This is an optimization exercise on Yosys and OpenROAD, whose aim is small area, a short achievable clock period and few clock cycles per item, not a production implementation. At most, simulation tests tie the RTL to the original design; equivalence was not proved. Power and IR drop assume default switching activity.

JK:
==> flow/design.v (excerpt) <==
module execute_top (
    input  logic        clk,
    input  logic        rst,
    input  logic        flush,
    input  logic        alu_issue,
    input  logic [6:0]  alu_op_code,
    input  logic [2:0]  alu_funct3,
    input  logic [6:0]  alu_funct7,
    input  logic [31:0] alu_imm,
    input  logic [31:0] alu_pc,
    input  logic [31:0] alu_rs1,
    input  logic [31:0] alu_rs2,
    input  logic [5:0]  alu_pd,
    input  logic [4:0]  alu_rd,
    input  logic [4:0]  alu_rob,
    input  logic        alu_pred_taken,
    input  logic [31:0] alu_btb_pc_next,
    input  logic        mul_issue,
    input  logic [2:0]  mul_funct3,
    input  logic [31:0] mul_rs1,
    input  logic [31:0] mul_rs2,
    input  logic [5:0]  mul_pd,
    input  logic [4:0]  mul_rd,
    input  logic [4:0]  mul_rob,
    input  logic [31:0] mul_pc,
    output logic        mul_ready,
    output logic        alu_wb_valid,
    output logic [31:0] alu_pv,
    output logic [5:0]  alu_wb_pd,
    output logic [4:0]  alu_wb_rd,
    output logic [31:0] alu_wb_pc,
    output logic [4:0]  alu_wb_rob,
    output logic [31:0] alu_pc_next,
    output logic        alu_update_pc_next,
    output logic        alu_branch_taken,
    output logic        mul_wb_valid,
    output logic [31:0] mul_pv,
    output logic [5:0]  mul_wb_pd,
    output logic [4:0]  mul_wb_rd,
    output logic [31:0] mul_wb_pc,
    output logic [4:0]  mul_wb_rob
);
export LEC_CHECK = 0
export ABC_AREA = 1
export CAP_MARGIN = 20
export CORE_MARGIN = 2
export CORE_UTILIZATION = 40
export CTS_BUF_LIST = sky130_fd_sc_hd__clkbuf_8
export CTS_CLUSTER_SIZE = 25
export SLEW_MARGIN = 60
create_clock -name core_clock -period 10.0 [get_ports {clk}]
standard.sh (not shown) runs the stock make flow with config.mk's settings and CLKGATE_MAP_FILE= SYNTH_SCRIPT=/design/flow/synth_recipe.tcl, a recipe that flattens the netlist after the stock synthesis.
==> flow/flow/run.sh <==
#!/bin/bash
set -o pipefail
export SETUP_SLACK_MARGIN=6
export BUFFER_PORTS_ARGS="-buffer_cell sky130_fd_sc_hd__buf_2"
bash standard.sh > standard.log 2>&1
JK: PASS, flow complete, no timing, DRC or antenna violations
Testbench counts of JK, summed over its fixed seeds: cycles 536, muls 512.
What MS does differently from JK at the input level:
Settings: an added TNS_END_PERCENT of 30.
--- outcome ---
The fraction of area in registers was comparable across MS and JK.
As far as post-route cell area is concerned, MS and JK perform about the same.
Register bit count reported by yosys essentially unchanged between JK and MS.
Compared with JK, in MS count of cell instances traversed by the critical path now smaller; setup slack dropped 0.039 ns; die extent in y saw little to no change; detailed-route wire length went down about 4.6%.
~same share of post-route cells with drive strength above 1 in MS and JK
MS ended with more switching share of power than JK.

* * *

execute_top, a different RTL version from the one above (not shown whole).
For scale: roughly 660 flip-flops.
Settings: LEC_CHECK=0, ABC_AREA=1, CAP_MARGIN=20, CORE_MARGIN=2, CORE_UTILIZATION=40, SLEW_MARGIN=60; clock period 10.0 ns.
==> flow/flow/run.sh <==
#!/bin/bash
set -o pipefail
export SETUP_SLACK_MARGIN=6.3
export BUFFER_PORTS_ARGS="-buffer_cell sky130_fd_sc_hd__buf_2"
bash standard.sh > standard.log 2>&1
The baseline completed without violations.
Change:
==> flow/flow/run.sh (replaced) <==
#!/bin/bash
set -o pipefail
export SETUP_SLACK_MARGIN=6
export BUFFER_PORTS_ARGS="-buffer_cell sky130_fd_sc_hd__buf_2"
bash standard.sh > standard.log 2>&1
The new run ran to the end with no violations. Setup slack degrades by 0.14 ns. Clock skew came out lower by 0.0058 ns. Via count goes down slightly. Clock-buffer cell count grows by 4. Clock power went down by a few percent. Final area falls by a few percent. Final cell count falls slightly. Die area stays the same. Wire length came out lower by a few percent. Flip-flop and latch count is unchanged.
Function was not checked in any run of this note: the RTL went through the layout flow alone.

* * *

RTL: one of the versions met above, not the one the previous note started from.
For scale: about 6300 cells after synthesis, roughly 510 I/O pins.
export LEC_CHECK = 0
export ABC_AREA = 1
export CAP_MARGIN = 20
export CORE_MARGIN = 2
export CORE_UTILIZATION = 40
export CTS_BUF_LIST = sky130_fd_sc_hd__clkbuf_8
export CTS_CLUSTER_SIZE = 25
export SLEW_MARGIN = 60
export TNS_END_PERCENT = 10
create_clock -name core_clock -period 10.0 [get_ports {clk}]
==> flow/flow/run.sh <==
#!/bin/bash
set -o pipefail
export SETUP_SLACK_MARGIN=6
export BUFFER_PORTS_ARGS="-buffer_cell sky130_fd_sc_hd__buf_2"
bash standard.sh > standard.log 2>&1
Testbench counts at the start, summed over its fixed seeds: cycles 536, muls 512.
Change:
--- a/flow/config.mk
+++ b/flow/config.mk
@@ -13,3 +13,4 @@
 export CTS_CLUSTER_SIZE = 25
+export PLACE_DENSITY = 0.72
 export SLEW_MARGIN = 60
-export TNS_END_PERCENT = 10
+export TNS_END_PERCENT = 30
After rerunning: The new run completed with no timing, DRC or antenna violations; die area stays the same; critical path depth came out lower by 5; final area stays flat; cell count hardly moves; via count came out higher by 3.6%; utilization came out lower by 0.11 points; clock-buffer cell count came out lower by 13.

## re-timing with driven ports
Ports are ideal in the flow. The routed layouts listed here were re-timed in OpenROAD. Step 1, drivers: a clkbuf_16 drives clk and a buf_2 each remaining input, both assumed. Step 2 also shifts input and output timing later by t, the mid clock arrival at the registers, as if the neighbouring blocks saw the same clock. a / b / c = no drivers / after step 1 / after step 2; a / b = the first two.
| run | t (ns) | setup WS [ns] | worst setup path after step 2 | pins driven straight from the clock port |
|---|---|---|---|---|
| JK | 0.897 | 6.025 / 5.961 / 5.063 | input to register | 1 |
| MS | 0.896 | 5.986 / 5.986 / 5.206 | input to register | 1 |
| the first run of note 2 | 0.759 | 6.103 / 6.121 / 5.362 | input to register | 1 |
| the second run of note 2 | 0.750 | 5.959 / 5.967 / 5.217 | input to register | 1 |
| the first run of note 3 | 0.937 | 5.923 / 5.925 / 4.988 | input to register | 1 |
| the second run of note 3 | 0.845 | 5.974 / 5.974 / 5.198 | input to register | 1 |
After both steps every run listed still meets setup and hold. The setup slack of JK, which loses most, moves by -0.064 ns with the drivers and by -0.962 ns with both steps.
